Context: an optimization exercise on an open-source flow, tuned for small area. The choices shown serve that exercise and are no tape-out recipe. RTL that was checked went through simulation tests only; none was proved equivalent to the original. No activity file was given, so power comes from the tool's default toggle rates. The flow treats the clock pin as an ideal source, which a real chip does not have.

==> run X <==
==> flow/design.v <==
package pePkg;
  localparam int DATA_WIDTH = 8;
  localparam logic [DATA_WIDTH-1:0] LAYER_MAX_POOL = DATA_WIDTH'(2);
  localparam logic [DATA_WIDTH-1:0] LAYER_RELU = DATA_WIDTH'(3);
endpackage
module featureBuffer #(
  parameter int BUFFER_DEPTH = 256
) (
  input logic clock,
  input logic writeEnable,
  input logic [7:0] writeAddress,
  input logic [pePkg::DATA_WIDTH-1:0] writeData,
  input logic [7:0] readAddress,
  output logic [pePkg::DATA_WIDTH-1:0] readData
);
  localparam int DW = pePkg::DATA_WIDTH;
  localparam int GROUPS = 85;
  logic [DW-1:0] storage [256];
  logic [15:0] readRowN, readColN, writeRowN, writeColN;
  logic [255:0] readSelect, writeSelect;
  always_comb begin
    for (int j = 0; j < 16; j++) begin
      readRowN[j] = readAddress[7:4] != 4'(j);
      readColN[j] = readAddress[3:0] != 4'(j);
      writeRowN[j] = !(writeEnable && (writeAddress[7:4] == 4'(j)));
      writeColN[j] = writeAddress[3:0] != 4'(j);
    end
  end
  for (genvar i = 0; i < 256; i++) begin : g_word
    peNor2 u_readSelect (.a(readRowN[i / 16]), .b(readColN[i % 16]), .y(readSelect[i]));
    peNor2 u_writeSelect (.a(writeRowN[i / 16]), .b(writeColN[i % 16]), .y(writeSelect[i]));
    always_ff @(posedge clock) begin
      if (writeSelect[i]) begin
        storage[i] <= writeData;
      end
    end
  end
  for (genvar b = 0; b < DW; b++) begin : g_bit
    logic [GROUPS:0] termN;
    logic [21:0] level1;
    logic [10:0] level2N;
    logic [2:0] level3;
    for (genvar g = 0; g < GROUPS; g++) begin : g_group
      peAoi222 u_aoi (
        .a0(readSelect[3 * g]), .b0(storage[3 * g][b]),
        .a1(readSelect[3 * g + 1]), .b1(storage[3 * g + 1][b]),
        .a2(readSelect[3 * g + 2]), .b2(storage[3 * g + 2][b]),
        .y(termN[g])
      );
    end
    peNand2 u_last (.a(readSelect[255]), .b(storage[255][b]), .y(termN[GROUPS]));
    for (genvar g = 0; g < 21; g++) begin : g_l1
      peNand4 u_n (.a(termN[4 * g]), .b(termN[4 * g + 1]), .c(termN[4 * g + 2]),
                   .d(termN[4 * g + 3]), .y(level1[g]));
    end
    peNand2 u_l1 (.a(termN[84]), .b(termN[85]), .y(level1[21]));
    for (genvar g = 0; g < 11; g++) begin : g_l2
      peNor2 u_n (.a(level1[2 * g]), .b(level1[2 * g + 1]), .y(level2N[g]));
    end
    peNand4 u_l3a (.a(level2N[0]), .b(level2N[1]), .c(level2N[2]), .d(level2N[3]),
                   .y(level3[0]));
    peNand4 u_l3b (.a(level2N[4]), .b(level2N[5]), .c(level2N[6]), .d(level2N[7]),
                   .y(level3[1]));
    peNand3 u_l3c (.a(level2N[8]), .b(level2N[9]), .c(level2N[10]), .y(level3[2]));
    assign readData[b] = |level3;
  end
endmodule
module peAoi222 (
  input logic a0, b0, a1, b1, a2, b2,
  output logic y
);
  assign y = ~((a0 & b0) | (a1 & b1) | (a2 & b2));
endmodule
module peNand2 (input logic a, b, output logic y);
  assign y = ~(a & b);
endmodule
module peNand3 (input logic a, b, c, output logic y);
  assign y = ~(a & b & c);
endmodule
module peNand4 (input logic a, b, c, d, output logic y);
  assign y = ~(a & b & c & d);
endmodule
module peNor2 (input logic a, b, output logic y);
  assign y = ~(a | b);
endmodule
module featureEngine (
  input logic first,
  input logic isRelu,
  input logic [pePkg::DATA_WIDTH-1:0] readData,
  input logic [pePkg::DATA_WIDTH-1:0] runningMax,
  output logic [pePkg::DATA_WIDTH-1:0] maxNext
);
  logic signed [pePkg::DATA_WIDTH-1:0] base;
  logic signed [pePkg::DATA_WIDTH-1:0] data;
  assign base = first ? {~isRelu, {(pePkg::DATA_WIDTH - 1){1'b0}}} : runningMax;
  assign data = readData;
  assign maxNext = (data > base) ? data : base;
endmodule
module dnnProcessingElement #(
  parameter int BUFFER_DEPTH = 256,
  parameter int GAP_CYCLES = 11
) (
  input logic clock,
  input logic reset,
  input logic [pePkg::DATA_WIDTH-1:0] dataIn,
  input logic isNewData,
  input logic isBusy,
  output logic [pePkg::DATA_WIDTH-1:0] dataOut,
  output logic doTransmit
);
  localparam int DW = pePkg::DATA_WIDTH;
  localparam int AW = $clog2(BUFFER_DEPTH);
  typedef enum logic [2:0] {
    stateIdle,
    stateHeader,
    stateLoad,
    stateEngine,
    stateDelay,
    stateSend
  } peState;
  peState state;
  logic isRelu;
  logic lastNewData;
  logic newByte;
  logic [DW-1:0] hC, hP, hQ, hR, hS, hX;
  logic [DW-1:0] cs, cr, cq, cp, cc;
  logic [DW-1:0] sInc, rInc, qInc, pInc, cInc;
  logic sEnd, rEnd, qEnd, pEnd, cEnd;
  logic [AW-1:0] rowBase, winBase, pBase;
  logic [AW-1:0] rowLen, rowStep;
  logic [AW-1:0] writeIndex;
  logic [AW-1:0] writeNext;
  logic [AW-1:0] readAddress;
  logic [AW-1:0] opA, opB, sum;
  logic [DW-1:0] readData;
  logic [DW-1:0] runningMax;
  logic [DW-1:0] maxNext;
  logic loading, engine;
  logic writeEnable;
  logic [DW-1:0] writeData;
  logic sendNow;
  assign newByte = isNewData != lastNewData;
  assign loading = state == stateLoad;
  assign engine = state == stateEngine;
  assign sInc = cs + 1'b1;
  assign rInc = cr + 1'b1;
  assign qInc = cq + 1'b1;
  assign pInc = cp + 1'b1;
  assign cInc = cc + 1'b1;
  assign qEnd = qInc == hQ;
  assign pEnd = pInc == hP;
  assign cEnd = cInc == hC;
  assign sEnd = sInc == ((loading && !qEnd) ? hX : hS);
  assign rEnd = rInc == ((loading && !pEnd) ? pBase : hR);
  assign readAddress = rowBase + cs;
  assign writeNext = writeIndex + 1'b1;
  always_comb begin
    opA = rowBase;
    opB = AW'(1);
    if (engine) begin
      if (!rEnd) begin
        opB = rowLen;
      end else if (!qEnd) begin
        opA = winBase;
        opB = hX;
      end else if (!pEnd) begin
        opA = pBase;
        opB = rowStep;
      end else begin
        opA = readAddress;
      end
    end
  end
  assign sum = opA + opB;
  featureEngine u_featureEngine (
    .first((cs == '0) && (cr == '0)),
    .isRelu(isRelu),
    .readData(readData),
    .runningMax(runningMax),
    .maxNext(maxNext)
  );
  assign writeEnable = (loading && newByte) || (engine && sEnd && rEnd);
  assign writeData = loading ? dataIn : maxNext;
  featureBuffer #(
    .BUFFER_DEPTH(BUFFER_DEPTH)
  ) u_featureBuffer (
    .clock(clock),
    .writeEnable(writeEnable),
    .writeAddress(writeIndex),
    .writeData(writeData),
    .readAddress(readAddress),
    .readData(readData)
  );
  assign sendNow = (state == stateSend) && !isBusy && (cq[3:0] == 4'(GAP_CYCLES - 1));
  always_ff @(posedge clock) begin
    lastNewData <= isNewData;
    runningMax <= maxNext;
  end
  always_ff @(posedge clock) begin
    if (reset) begin
      dataOut <= '0;
      doTransmit <= 1'b0;
    end else begin
      doTransmit <= sendNow;
      if (sendNow) begin
        dataOut <= readData;
      end
    end
  end
  always_ff @(posedge clock) begin
    if (reset) begin
      state <= stateIdle;
    end else begin
      case (state)
        stateIdle: begin
          if (newByte) begin
            cs <= '0;
            if (dataIn == pePkg::LAYER_MAX_POOL) begin
              isRelu <= 1'b0;
              state <= stateHeader;
            end else if (dataIn == pePkg::LAYER_RELU) begin
              isRelu <= 1'b1;
              hR <= 8'd1;
              hS <= 8'd1;
              hX <= 8'd1;
              pBase <= 8'd1;
              state <= stateHeader;
            end
          end
        end
        stateHeader: begin
          if (newByte) begin
            case (cs[2:0])
              3'd0: hC <= dataIn;
              3'd1: hP <= dataIn;
              3'd2: hQ <= dataIn;
              3'd3: hR <= dataIn;
              3'd4: hS <= dataIn;
              3'd5: hX <= dataIn;
              default: pBase <= dataIn;
            endcase
            cs <= sInc;
            if (cs[2:0] == (isRelu ? 3'd2 : 3'd6)) begin
              state <= stateLoad;
              cs <= '0;
              cr <= '0;
              cq <= '0;
              cp <= '0;
              cc <= '0;
              writeIndex <= '0;
              rowLen <= '0;
              rowStep <= '0;
            end
          end
        end
        stateLoad: begin
          if (newByte) begin
            writeIndex <= writeNext;
            if (!sEnd) begin
              cs <= sInc;
            end else begin
              cs <= '0;
              if (!qEnd) begin
                cq <= qInc;
              end else begin
                cq <= '0;
                if (rowLen == '0) begin
                  rowLen <= writeNext;
                end
                if (!rEnd) begin
                  cr <= rInc;
                end else begin
                  cr <= '0;
                  if (!pEnd) begin
                    cp <= pInc;
                    if (rowStep == '0) begin
                      rowStep <= writeNext;
                    end
                  end else begin
                    cp <= '0;
                    if (!cEnd) begin
                      cc <= cInc;
                    end else begin
                      cc <= '0;
                      state <= stateEngine;
                      writeIndex <= '0;
                      rowBase <= '0;
                      winBase <= '0;
                      pBase <= '0;
                    end
                  end
                end
              end
            end
          end
        end
        stateEngine: begin
          if (sEnd && rEnd) begin
            writeIndex <= writeNext;
          end
          if (!sEnd) begin
            cs <= sInc;
          end else begin
            cs <= '0;
            if (!rEnd) begin
              cr <= rInc;
              rowBase <= sum;
            end else begin
              cr <= '0;
              if (!qEnd) begin
                cq <= qInc;
                rowBase <= sum;
                winBase <= sum;
              end else begin
                cq <= '0;
                if (!pEnd) begin
                  cp <= pInc;
                  rowBase <= sum;
                  winBase <= sum;
                  pBase <= sum;
                end else begin
                  cp <= '0;
                  if (!cEnd) begin
                    cc <= cInc;
                    rowBase <= sum;
                    winBase <= sum;
                    pBase <= sum;
                  end else begin
                    cc <= '0;
                    rowBase <= '0;
                    state <= stateDelay;
                  end
                end
              end
            end
          end
        end
        stateDelay: begin
          cq <= qInc;
          if (cq[3:0] == (isRelu ? 4'd3 : 4'd4)) begin
            cq <= '0;
            state <= stateSend;
          end
        end
        stateSend: begin
          if (!isBusy) begin
            cq <= qInc;
          end
          if (sendNow) begin
            cq <= '0;
            rowBase <= sum;
            if (sum == writeIndex) begin
              state <= stateIdle;
            end
          end
        end
        default: begin
          state <= stateIdle;
        end
      endcase
    end
  end
endmodule
==> flow/flow/run.sh <==
#!/bin/bash
# Standard layout, with the clock tree built from larger sink clusters without
# dummy loads, and power recovery (downsizing off the critical paths) after
# global routing. Synthesis is the standard one, run unchanged.
set -euo pipefail
bash standard.sh synth > make_synth.log 2>&1
bash standard.sh \
  CTS_ARGS="-sink_clustering_enable -repair_clock_nets -sink_clustering_size 30 -sink_clustering_max_diameter 100 -buf_list sky130_fd_sc_hd__clkbuf_16 -dont_use_dummy_load" \
  RECOVER_POWER=100 \
  finish > make_finish.log 2>&1
==> flow/standard.sh <==
#!/bin/bash
# synth_recipe.tcl (not shown) runs the flow's synth.tcl, then flattens the netlist and writes it again
# the make line also repeats each setting of config.mk as NAME=value (left out here)
make -C /OpenROAD-flow-scripts/flow DESIGN_CONFIG=/design/flow/config.mk WORK_HOME=/design/flow/orfs CLKGATE_MAP_FILE= SYNTH_SCRIPT=/design/flow/synth_recipe.tcl "${@:-finish}"
==> flow/config.mk <==
export PLATFORM = sky130hd
export DESIGN_NAME = dnnProcessingElement
export DESIGN_NICKNAME = dnnProcessingElement
export VERILOG_FILES = /design/flow/design.v
export SDC_FILE = /design/flow/constraint.sdc
export NUM_CORES = 4
export LEC_CHECK = 0
export CAP_MARGIN = 20
export CORE_MARGIN = 2
export CORE_UTILIZATION = 40
export SLEW_MARGIN = 20
export SYNTH_HIERARCHICAL = 1
export SYNTH_MINIMUM_KEEP_SIZE = 0
==> flow/constraint.sdc <==
create_clock -name core_clock -period 14.0 [get_ports {clock}]
set_input_delay 2.8000 -clock core_clock [delete_from_list [all_inputs] [get_ports {clock}]]
set_output_delay 2.8000 -clock core_clock [all_outputs]
set_load 0.01 [all_outputs]
==> run R: changes against run X <==
--- a/flow/design.v
+++ b/flow/design.v
@@ -125,6 +125,7 @@
   logic [DW-1:0] hC, hP, hQ, hR, hS, hX;
   logic [DW-1:0] cs, cr, cq, cp, cc;
   logic [DW-1:0] sInc, rInc, qInc, pInc, cInc;
+  logic [DW-1:0] sLimit;
   logic sEnd, rEnd, qEnd, pEnd, cEnd;
   logic [AW-1:0] rowBase, winBase, pBase;
   logic [AW-1:0] rowLen, rowStep;
@@ -150,24 +151,30 @@
   assign qEnd = qInc == hQ;
   assign pEnd = pInc == hP;
   assign cEnd = cInc == hC;
-  assign sEnd = sInc == ((loading && !qEnd) ? hX : hS);
+  always_comb begin
+    sLimit = hS;
+    if (state == stateSend) begin
+      sLimit = writeIndex;
+    end else if (loading && !qEnd) begin
+      sLimit = hX;
+    end
+  end
+  assign sEnd = sInc == sLimit;
   assign rEnd = rInc == ((loading && !pEnd) ? pBase : hR);
   assign readAddress = rowBase + cs;
   assign writeNext = writeIndex + 1'b1;
   always_comb begin
     opA = rowBase;
-    opB = AW'(1);
-    if (engine) begin
-      if (!rEnd) begin
-        opB = rowLen;
-      end else if (!qEnd) begin
+    opB = rowLen;
+    if (rEnd) begin
+      if (!qEnd) begin
         opA = winBase;
         opB = hX;
       end else if (!pEnd) begin
         opA = pBase;
         opB = rowStep;
       end else begin
-        opA = readAddress;
+        opB = hS;
       end
     end
   end
@@ -348,8 +355,8 @@
           end
           if (sendNow) begin
             cq <= '0;
-            rowBase <= sum;
-            if (sum == writeIndex) begin
+            cs <= sInc;
+            if (sEnd) begin
               state <= stateIdle;
             end
           end
==> flow/run.sh (new file) <==
#!/bin/bash
# synth_recipe.tcl (not shown) runs the flow's synth.tcl, then flattens the netlist and writes it again
# the make line also repeats each setting of config.mk as NAME=value (left out here)
make -C /OpenROAD-flow-scripts/flow DESIGN_CONFIG=/design/flow/config.mk WORK_HOME=/design/flow/orfs CLKGATE_MAP_FILE= SYNTH_SCRIPT=/design/flow/synth_recipe.tcl finish
Settings changed: CTS_BUF_LIST set to sky130_fd_sc_hd__clkbuf_16, CTS_CLUSTER_DIAMETER set to 100, CTS_CLUSTER_SIZE set to 30.
removed: flow/flow/run.sh
removed: flow/standard.sh
==> run A: changes against run X <==
--- a/flow/design.v
+++ b/flow/design.v
@@ -38,8 +38,8 @@
   for (genvar b = 0; b < DW; b++) begin : g_bit
     logic [GROUPS:0] termN;
     logic [21:0] level1;
-    logic [10:0] level2N;
-    logic [2:0] level3;
+    logic [7:0] level2N;
+    logic [1:0] level3;
     for (genvar g = 0; g < GROUPS; g++) begin : g_group
       peAoi222 u_aoi (
         .a0(readSelect[3 * g]), .b0(storage[3 * g][b]),
@@ -54,15 +54,16 @@
                    .d(termN[4 * g + 3]), .y(level1[g]));
     end
     peNand2 u_l1 (.a(termN[84]), .b(termN[85]), .y(level1[21]));
-    for (genvar g = 0; g < 11; g++) begin : g_l2
-      peNor2 u_n (.a(level1[2 * g]), .b(level1[2 * g + 1]), .y(level2N[g]));
+    for (genvar g = 0; g < 7; g++) begin : g_l2
+      peNor3 u_n (.a(level1[3 * g]), .b(level1[3 * g + 1]), .c(level1[3 * g + 2]),
+                  .y(level2N[g]));
     end
+    peInv u_l2 (.a(level1[21]), .y(level2N[7]));
     peNand4 u_l3a (.a(level2N[0]), .b(level2N[1]), .c(level2N[2]), .d(level2N[3]),
                    .y(level3[0]));
     peNand4 u_l3b (.a(level2N[4]), .b(level2N[5]), .c(level2N[6]), .d(level2N[7]),
                    .y(level3[1]));
-    peNand3 u_l3c (.a(level2N[8]), .b(level2N[9]), .c(level2N[10]), .y(level3[2]));
-    assign readData[b] = |level3;
+    assign readData[b] = level3[0] | level3[1];
   end
 endmodule
 module peAoi222 (
@@ -83,6 +84,12 @@
 module peNor2 (input logic a, b, output logic y);
   assign y = ~(a | b);
 endmodule
+module peNor3 (input logic a, b, c, output logic y);
+  assign y = ~(a | b | c);
+endmodule
+module peInv (input logic a, output logic y);
+  assign y = ~a;
+endmodule
 module featureEngine (
   input logic first,
   input logic isRelu,
@@ -122,7 +129,7 @@
   logic isRelu;
   logic lastNewData;
   logic newByte;
-  logic [DW-1:0] hC, hP, hQ, hR, hS, hX;
+  logic [DW-1:0] hC, hP, hQ, hR, hS, hX, hY;
   logic [DW-1:0] cs, cr, cq, cp, cc;
   logic [DW-1:0] sInc, rInc, qInc, pInc, cInc;
   logic sEnd, rEnd, qEnd, pEnd, cEnd;
@@ -135,6 +142,7 @@
   logic [DW-1:0] readData;
   logic [DW-1:0] runningMax;
   logic [DW-1:0] maxNext;
+  logic [3:0] gap;
   logic loading, engine;
   logic writeEnable;
   logic [DW-1:0] writeData;
@@ -151,7 +159,7 @@
   assign pEnd = pInc == hP;
   assign cEnd = cInc == hC;
   assign sEnd = sInc == ((loading && !qEnd) ? hX : hS);
-  assign rEnd = rInc == ((loading && !pEnd) ? pBase : hR);
+  assign rEnd = rInc == ((loading && !pEnd) ? hY : hR);
   assign readAddress = rowBase + cs;
   assign writeNext = writeIndex + 1'b1;
   always_comb begin
@@ -191,7 +199,7 @@
     .readAddress(readAddress),
     .readData(readData)
   );
-  assign sendNow = (state == stateSend) && !isBusy && (cq[3:0] == 4'(GAP_CYCLES - 1));
+  assign sendNow = (state == stateSend) && !isBusy && (gap == 4'(GAP_CYCLES - 1));
   always_ff @(posedge clock) begin
     lastNewData <= isNewData;
     runningMax <= maxNext;
@@ -223,7 +231,7 @@
               hR <= 8'd1;
               hS <= 8'd1;
               hX <= 8'd1;
-              pBase <= 8'd1;
+              hY <= 8'd1;
               state <= stateHeader;
             end
           end
@@ -237,7 +245,7 @@
               3'd3: hR <= dataIn;
               3'd4: hS <= dataIn;
               3'd5: hX <= dataIn;
-              default: pBase <= dataIn;
+              default: hY <= dataIn;
             endcase
             cs <= sInc;
             if (cs[2:0] == (isRelu ? 3'd2 : 3'd6)) begin
@@ -328,6 +336,7 @@
                   end else begin
                     cc <= '0;
                     rowBase <= '0;
+                    gap <= '0;
                     state <= stateDelay;
                   end
                 end
@@ -336,18 +345,18 @@
           end
         end
         stateDelay: begin
-          cq <= qInc;
-          if (cq[3:0] == (isRelu ? 4'd3 : 4'd4)) begin
-            cq <= '0;
+          gap <= gap + 1'b1;
+          if (gap == (isRelu ? 4'd3 : 4'd4)) begin
+            gap <= '0;
             state <= stateSend;
           end
         end
         stateSend: begin
           if (!isBusy) begin
-            cq <= qInc;
+            gap <= gap + 1'b1;
           end
           if (sendNow) begin
-            cq <= '0;
+            gap <= '0;
             rowBase <= sum;
             if (sum == writeIndex) begin
               state <= stateIdle;
==> flow/run.sh (new file) <==
#!/bin/bash
# synth_recipe.tcl (not shown) runs the flow's synth.tcl, then flattens the netlist and writes it again
# the make line also repeats each setting of config.mk as NAME=value (left out here)
make -C /OpenROAD-flow-scripts/flow DESIGN_CONFIG=/design/flow/config.mk WORK_HOME=/design/flow/orfs CLKGATE_MAP_FILE= SYNTH_SCRIPT=/design/flow/synth_recipe.tcl finish
Settings changed: CTS_BUF_LIST set to sky130_fd_sc_hd__clkbuf_4, CTS_CLUSTER_SIZE set to 30.
removed: flow/flow/run.sh
removed: flow/standard.sh
==> run Z: changes against run X <==
--- a/flow/design.v
+++ b/flow/design.v
@@ -38,8 +38,8 @@
   for (genvar b = 0; b < DW; b++) begin : g_bit
     logic [GROUPS:0] termN;
     logic [21:0] level1;
-    logic [10:0] level2N;
-    logic [2:0] level3;
+    logic [7:0] level2N;
+    logic [1:0] level3;
     for (genvar g = 0; g < GROUPS; g++) begin : g_group
       peAoi222 u_aoi (
         .a0(readSelect[3 * g]), .b0(storage[3 * g][b]),
@@ -54,15 +54,16 @@
                    .d(termN[4 * g + 3]), .y(level1[g]));
     end
     peNand2 u_l1 (.a(termN[84]), .b(termN[85]), .y(level1[21]));
-    for (genvar g = 0; g < 11; g++) begin : g_l2
-      peNor2 u_n (.a(level1[2 * g]), .b(level1[2 * g + 1]), .y(level2N[g]));
+    for (genvar g = 0; g < 7; g++) begin : g_l2
+      peNor3 u_n (.a(level1[3 * g]), .b(level1[3 * g + 1]), .c(level1[3 * g + 2]),
+                  .y(level2N[g]));
     end
+    peInv u_l2 (.a(level1[21]), .y(level2N[7]));
     peNand4 u_l3a (.a(level2N[0]), .b(level2N[1]), .c(level2N[2]), .d(level2N[3]),
                    .y(level3[0]));
     peNand4 u_l3b (.a(level2N[4]), .b(level2N[5]), .c(level2N[6]), .d(level2N[7]),
                    .y(level3[1]));
-    peNand3 u_l3c (.a(level2N[8]), .b(level2N[9]), .c(level2N[10]), .y(level3[2]));
-    assign readData[b] = |level3;
+    assign readData[b] = level3[0] | level3[1];
   end
 endmodule
 module peAoi222 (
@@ -83,6 +84,12 @@
 module peNor2 (input logic a, b, output logic y);
   assign y = ~(a | b);
 endmodule
+module peNor3 (input logic a, b, c, output logic y);
+  assign y = ~(a | b | c);
+endmodule
+module peInv (input logic a, output logic y);
+  assign y = ~a;
+endmodule
 module featureEngine (
   input logic first,
   input logic isRelu,
@@ -122,7 +129,7 @@
   logic isRelu;
   logic lastNewData;
   logic newByte;
-  logic [DW-1:0] hC, hP, hQ, hR, hS, hX;
+  logic [DW-1:0] hC, hP, hQ, hR, hS, hX, hY;
   logic [DW-1:0] cs, cr, cq, cp, cc;
   logic [DW-1:0] sInc, rInc, qInc, pInc, cInc;
   logic sEnd, rEnd, qEnd, pEnd, cEnd;
@@ -135,6 +142,7 @@
   logic [DW-1:0] readData;
   logic [DW-1:0] runningMax;
   logic [DW-1:0] maxNext;
+  logic [3:0] gap;
   logic loading, engine;
   logic writeEnable;
   logic [DW-1:0] writeData;
@@ -151,7 +159,7 @@
   assign pEnd = pInc == hP;
   assign cEnd = cInc == hC;
   assign sEnd = sInc == ((loading && !qEnd) ? hX : hS);
-  assign rEnd = rInc == ((loading && !pEnd) ? pBase : hR);
+  assign rEnd = rInc == ((loading && !pEnd) ? hY : hR);
   assign readAddress = rowBase + cs;
   assign writeNext = writeIndex + 1'b1;
   always_comb begin
@@ -191,7 +199,7 @@
     .readAddress(readAddress),
     .readData(readData)
   );
-  assign sendNow = (state == stateSend) && !isBusy && (cq[3:0] == 4'(GAP_CYCLES - 1));
+  assign sendNow = (state == stateSend) && !isBusy && (gap == 4'(GAP_CYCLES - 1));
   always_ff @(posedge clock) begin
     lastNewData <= isNewData;
     runningMax <= maxNext;
@@ -223,7 +231,7 @@
               hR <= 8'd1;
               hS <= 8'd1;
               hX <= 8'd1;
-              pBase <= 8'd1;
+              hY <= 8'd1;
               state <= stateHeader;
             end
           end
@@ -237,7 +245,7 @@
               3'd3: hR <= dataIn;
               3'd4: hS <= dataIn;
               3'd5: hX <= dataIn;
-              default: pBase <= dataIn;
+              default: hY <= dataIn;
             endcase
             cs <= sInc;
             if (cs[2:0] == (isRelu ? 3'd2 : 3'd6)) begin
@@ -328,6 +336,7 @@
                   end else begin
                     cc <= '0;
                     rowBase <= '0;
+                    gap <= '0;
                     state <= stateDelay;
                   end
                 end
@@ -336,18 +345,18 @@
           end
         end
         stateDelay: begin
-          cq <= qInc;
-          if (cq[3:0] == (isRelu ? 4'd3 : 4'd4)) begin
-            cq <= '0;
+          gap <= gap + 1'b1;
+          if (gap == (isRelu ? 4'd3 : 4'd4)) begin
+            gap <= '0;
             state <= stateSend;
           end
         end
         stateSend: begin
           if (!isBusy) begin
-            cq <= qInc;
+            gap <= gap + 1'b1;
           end
           if (sendNow) begin
-            cq <= '0;
+            gap <= '0;
             rowBase <= sum;
             if (sum == writeIndex) begin
               state <= stateIdle;
==> flow/run.sh (new file) <==
#!/bin/bash
# synth_recipe.tcl (not shown) runs the flow's synth.tcl, then flattens the netlist and writes it again
# the make line also repeats each setting of config.mk as NAME=value (left out here)
make -C /OpenROAD-flow-scripts/flow DESIGN_CONFIG=/design/flow/config.mk WORK_HOME=/design/flow/orfs CLKGATE_MAP_FILE= SYNTH_SCRIPT=/design/flow/synth_recipe.tcl finish
Settings changed: CORE_UTILIZATION 40 to 60, CTS_BUF_LIST set to sky130_fd_sc_hd__clkbuf_2 sky130_fd_sc_hd__clkbuf_4 sky130_fd_sc_hd__clkbuf_8.
removed: flow/flow/run.sh
removed: flow/standard.sh
==> flow_summary.html <==
<table>
<tr><th>Metric</th><th>Value</th></tr>
<tr><th colspan="2">Run status</th></tr>
<tr><td>Status</td><td>timing/DRC/antenna clean</td></tr>
<tr><th colspan="2">Worst setup path</th></tr>
<tr><td>Longest individual stage delay on the worst path</td><td>slightly above 900 ps</td></tr>
<tr><td>Worst reg2reg path endpoint</td><td>u_featureBuffer.storage[86][6]$_DFFE_PP_</td></tr>
<tr><th colspan="2">Yosys</th></tr>
<tr><td>Cell types occupying the most area after synthesis</td><td>edfxtp_1 80%, a222oi_1 8.3%, nor2_1 3.0%</td></tr>
<tr><td>Mean Syn Cell Area</td><td>18.2 sq um</td></tr>
<tr><th colspan="2">Power</th></tr>
<tr><td>Worst voltage drop across the vdd grid</td><td>roughly 0.44 mV</td></tr>
<tr><th colspan="2">Floorplanning</th></tr>
<tr><td>Die Span Y</td><td>457 um</td></tr>
</table>
the above is filed under run A

==> flow_summary.html <==
<table>
<tr><th>Metric</th><th>Value</th></tr>
<tr><th colspan="2">Power</th></tr>
<tr><td>Worst voltage drop across the vdd grid</td><td>approximately 0.42 mV</td></tr>
<tr><th colspan="2">Floorplanning</th></tr>
<tr><td>Die Span Y</td><td>374 um</td></tr>
<tr><th colspan="2">Yosys</th></tr>
<tr><td>Mean Syn Cell Area</td><td>18.2 sq um</td></tr>
<tr><td>Cell types occupying the most area after synthesis</td><td>edfxtp_1 80%, a222oi_1 8.3%, nor2_1 3.0%</td></tr>
<tr><th colspan="2">Run status</th></tr>
<tr><td>Status</td><td>timing/DRC/antenna clean</td></tr>
<tr><th colspan="2">Worst setup path</th></tr>
<tr><td>Worst reg2reg path endpoint</td><td>u_featureBuffer.storage[135][6]$_DFFE_PP_</td></tr>
<tr><td>Longest individual stage delay on the worst path</td><td>~710 ps</td></tr>
</table>
the above is filed under run Z

==> flow_summary.html <==
<table>
<tr><th>Metric</th><th>Value</th></tr>
<tr><th colspan="2">Yosys</th></tr>
<tr><td>Cell types occupying the most area after synthesis</td><td>edfxtp_1 81%, a222oi_1 8.4%, nor2_1 3.4%</td></tr>
<tr><td>Mean Syn Cell Area</td><td>about 18 sq um</td></tr>
<tr><th colspan="2">Worst setup path</th></tr>
<tr><td>Longest individual stage delay on the worst path</td><td>about 2700 ps</td></tr>
<tr><td>Worst reg2reg path endpoint</td><td>u_featureBuffer.storage[154][4]$_DFFE_PP_</td></tr>
<tr><th colspan="2">Timing</th></tr>
<tr><td>Final worst slack</td><td>roughly 2400 ps</td></tr>
<tr><td>Max Slew Vio Count</td><td>670</td></tr>
<tr><th colspan="2">Power</th></tr>
<tr><td>Worst voltage drop across the vdd grid</td><td>0.278 mV</td></tr>
<tr><th colspan="2">Run status</th></tr>
<tr><td>Status</td><td>failed layout checks</td></tr>
<tr><td>Violated Checks</td><td>capacitance limit, slew limit</td></tr>
<tr><th colspan="2">Job</th></tr>
<tr><td>MaxCap Viol Count</td><td>9</td></tr>
</table>
the above is filed under run X

==> flow_summary.html <==
<table>
<tr><th>Metric</th><th>Value</th></tr>
<tr><th colspan="2">Yosys</th></tr>
<tr><td>Mean Syn Cell Area</td><td>around 18 sq um</td></tr>
<tr><td>Cell types occupying the most area after synthesis</td><td>edfxtp_1 80%, a222oi_1 8.3%, nor2_1 3.2%</td></tr>
<tr><th colspan="2">Run status</th></tr>
<tr><td>Status</td><td>timing/DRC/antenna clean</td></tr>
<tr><th colspan="2">Worst setup path</th></tr>
<tr><td>Worst reg2reg path endpoint</td><td>u_featureBuffer.storage[72][7]$_DFFE_PP_</td></tr>
<tr><th colspan="2">Power</th></tr>
<tr><td>Worst voltage drop across the vdd grid</td><td>a little over 0.3 mV</td></tr>
</table>
the above is filed under run R

No functional check of the RTL was part of run R, run A and run Z.

[afterwards: timing with drivers on the ports]
Ports are ideal in the flow. The routed layouts listed here were re-timed in OpenROAD. Step 1 assumes that a clkbuf_16 drives the clock port and a buf_2 every other input. Step 2 moves the port delays by t, midway between the first and last clock arrival at a register: inputs arrive t later, outputs are due t later. That takes back most of the time a late clock gives input paths. Slacks: ideal ports / drivers / drivers and shift; pairs: ideal ports / drivers.
run	t (ns)	slack for setup (ns)	worst hold slack (ns)
run X	0.829	2.391 / 2.391 / 2.391	0.564 / 0.564 / 0.564
run R	0.840	4.291 / 4.291 / 4.291	0.593 / 0.593 / 0.593
run A	1.423	4.294 / 4.294 / 4.294	0.532 / 0.532 / 0.532
run Z	1.084	4.102 / 4.102 / 4.102	0.541 / 0.541 / 0.541
